Context: an optimization exercise on an open-source flow, tuned for small area and a short achievable clock period. The choices shown serve that exercise and are no tape-out recipe. Only simulation tests tie the RTL to the original design; equivalence was not proved. Power is estimated from default activity; no workload was simulated.

== job 9829 ==
Design mips_core, start of the top module:
module mips_core
   (
      input  logic                  i_clock,
      input  logic                  i_arst_n,
      input  logic                  i_run,
      input  logic                  i_load_en,
      input  logic [PC_W-1:0]       i_load_addr,
      input  logic [INSTR_W-1:0]    i_load_data,
      output logic [PC_W-1:0]       o_pc,
      output logic                  o_halt,
      output logic                  o_wb_en,
      output logic [REG_ADDR_W-1:0] o_wb_reg,
      output logic [DATA_W-1:0]     o_wb_data
   );
Size: roughly 9900 cells after synthesis, roughly 110000 sq um of cells after synthesis.
export LEC_CHECK = 0
export CAP_MARGIN = 20
export CORE_MARGIN = 2
export CORE_UTILIZATION = 50
export CTS_CLUSTER_DIAMETER = 90
export CTS_CLUSTER_SIZE = 22
export SETUP_SLACK_MARGIN = 3
export SLEW_MARGIN = 20
export SYNTH_HIERARCHICAL = 1
export SYNTH_MINIMUM_KEEP_SIZE = 0
create_clock -name core_clock -period 12.5 [get_ports {i_clock}]
standard.sh (not shown) runs the stock make flow with config.mk's settings and CLKGATE_MAP_FILE= SYNTH_SCRIPT=/design/flow/synth_recipe.tcl, a recipe that flattens the netlist after the stock synthesis.
==> flow/flow/run.sh <==
#!/bin/bash
# Layout flow: the standard flow (standard.sh) with these changes, made for
# timing, not for what is measured:
#  - from placement on, the setup margin that timing repair aims for is
#    raised, so the resizer keeps shortening the critical paths below the
#    clock period (the floorplan's repair, before any wire is known, keeps the
#    margin of config.mk);
#  - ports are buffered with sky130_fd_sc_hd__buf_4 instead of the default
#    cell, so that repair can size them like any other buffer;
#  - the pins i_run and o_wb_en are placed next to each other (flow/io.tcl).
# The synthesis is the standard one. Each step's output goes to its own log
# in this folder (ORFS also keeps its per-stage logs under orfs/logs).
set -euo pipefail
MARGIN=7.3
bash standard.sh synth > log_synth.txt 2>&1
sed -e "s/SETUP_SLACK_MARGIN=[^ ]*/SETUP_SLACK_MARGIN=${MARGIN}/" standard.sh > layout.sh
export BUFFER_PORTS_ARGS="-buffer_cell sky130_fd_sc_hd__buf_4"
export PRE_IO_PLACEMENT_TCL="$PWD/flow/io.tcl"
bash standard.sh floorplan > log_floorplan.txt 2>&1
bash layout.sh place > log_place.txt 2>&1
bash layout.sh cts > log_cts.txt 2>&1
bash layout.sh route > log_route.txt 2>&1
bash layout.sh finish > log_finish.txt 2>&1
==> flow/flow/io.tcl <==
# Keep i_run and o_wb_en, the ends of the one path from an input straight to
# an output, next to each other on the die's edge.
set_io_pin_constraint -pin_names {i_run o_wb_en} -group -order
For job 5130, these inputs were changed with respect to job 9829:
- a change of CORE_UTILIZATION from 50 to 52
-- flow/flow/run.sh --
<<< job 9829, line 14
MARGIN=7.3
>>> job 5130, line 14
MARGIN=7.2
Results
For job 5130 and job 9829, there was not a single run that failed to finish clean.
Job 5130 ended up with reg -> reg as its kind of critical path; job 9829 ended up with in -> out.
i_run as the launching element of the worst setup path was reported by job 9829, and g_state[2].u_bit.o_q$_DFF_P_ by job 5130.
Core utilization: job 5130 higher than job 9829
Higher count of non-filler cells in the finished layout was reported by job 9829, not job 5130.
Job 5130 ends up with lower combinational fraction of design power than job 9829 does.
Design area: job 5130 better than job 9829
Delta (job 5130 minus job 9829): layout multi-input combinational cell count has remained practically unchanged; clock buffer instance count of the final layout has increased; global-route wire length before repair has increased; sequential share of layout area has increased.
Job 5130 -> job 9829: number of input and output port buffers inserted delta 0, exact match
Compared with job 9829, job 5130 shows transition at the pin with the smallest max-transition slack higher by 0.0083 ns.
In job 5130 relative to job 9829, non-clock buffer count had gone down by a little under 10%.
Here is what was changed in the inputs of job 8292 compared with job 5130.
-- flow/flow/run.sh --
<<< job 5130, line 14
MARGIN=7.2
>>> job 8292, line 14
MARGIN=7.6
Notes after the runs:
The class of the most critical setup path comes out in -> out in one run and reg -> reg in the other, namely in job 8292 and job 5130 respectively. Taking job 5130 over job 8292, the total of plain and repair buffers excluding clock buffers ratio works out to 0.72. Job 8292: full flow OK, the timing, DRC and antenna checks passed. Job 5130 → job 8292: layout filler cell count went down 511, detailed-routing iteration count for the pre-antenna-repair pass shrank by 5. Job 5130 vs job 8292, capturing element of the worst setup path: g_state[83].u_bit.o_q$_DFF_P_ vs o_wb_en.
Input changes introduced in job 6711 (baseline for comparison: job 8292):
- changing CTS_CLUSTER_SIZE from 22 to 25
-- flow/flow/run.sh --
<<< job 8292, line 14
MARGIN=7.6
>>> job 6711, line 14
MARGIN=6.95
### Flow results
The via count of the first global-routing pass number comes out lower for job 6711 vs job 8292.
As far as last weighted congestion value of the routability-driven placer goes, job 8292 and job 6711 are indistinguishable; the numbers are identical.
Setup WNS job 8292 -> job 6711: worse
From job 6711 to job 8292, placed cell count did not move at all.
Between job 8292 and job 6711, the flow reports total of plain and repair buffers excluding clock buffers decreasing by more than a quarter.
Going from job 8292 to job 6711, final design instance area without fill went down by about 5%; power density over the cells went up by 3.0%.
For job 8292, the last element of the critical path was o_wb_en, unlike job 6711, where it was g_state[60].u_bit.o_q$_DFF_P_.
Compared with job 8292, job 6711 instantiates a smaller number of standard cells.
Diff job 8292 -> job 6711 | global-route usage | decrease of 1.4 points
The inputs of job 9453 differ from those of job 6711 as listed below.
- changing CORE_UTILIZATION from 52 to 50
- changing CTS_CLUSTER_SIZE from 25 to 22
-- flow/flow/run.sh --
<<< job 6711, line 14
MARGIN=6.95
>>> job 9453, line 14
MARGIN=7.4
## What came out
Job 9453: all stages complete, timing, DRC and antenna checks passed
sky130_fd_sc_hd__and2_4 as the cell with the largest stage delay on the worst path was reported by job 9453, and sky130_fd_sc_hd__nor2_1 by job 6711.
In the flow results for job 6711 and job 9453, the placed cell count is smaller on job 6711.
Clock share of power: higher on job 6711
Going from job 6711 to job 9453, layout clock buffer count grows by about 0.6%.
Highest ir drop seen on vdd, job 9453 vs job 6711: up by a few percent
The final reports for job 9453 and job 6711 show layout overhead on the synthesized area higher in the former.
Taking job 6711 as the reference, in job 9453 final design area excluding fillers rose about 4%; power rose about 2%; cell depth of the worst hold path rose 1.
Going from job 6711 to job 9453, number of gates resized after CTS grew by 570, post-route clock period utilization shows a reduction of 2.5 points.

-- static timing again, ports no longer ideal --
The flow's constraints put no driver on any port. The routed layouts listed below were extracted and timed again, unchanged, in two steps. Step 1 sets driving cells, clkbuf_16 on the clock port and buf_2 on the other inputs (assumed; they add their load-dependent delay and slew). Step 2, shift: input delay + t, output delay - t, t = (earliest + latest rising clock arrival at the registers) / 2. This alone moves slack from input paths to output paths. Slacks: ideal ports / drivers / drivers and shift; pairs: ideal ports / drivers.
| run | shift t [ns] | setup WS [ns] | worst slew at a driven data input, ns |
|---|---|---|---|
| job 9829 | 0.944 | 7.043 / 6.705 / 6.017 | 0.39 |
| job 5130 | 0.950 | 7.029 / 6.718 / 5.981 | 0.39 |
| job 8292 | 0.950 | 7.062 / 6.691 / 6.033 | 0.42 |
| job 6711 | 0.937 | 6.728 / 6.623 / 5.865 | 0.37 |
| job 9453 | 0.942 | 7.043 / 6.705 / 6.023 | 0.39 |
After both steps setup and hold are still met in every run listed. The setup slack of job 5130, which loses most, moves by -0.311 ns with the drivers and by -1.048 ns with both steps.
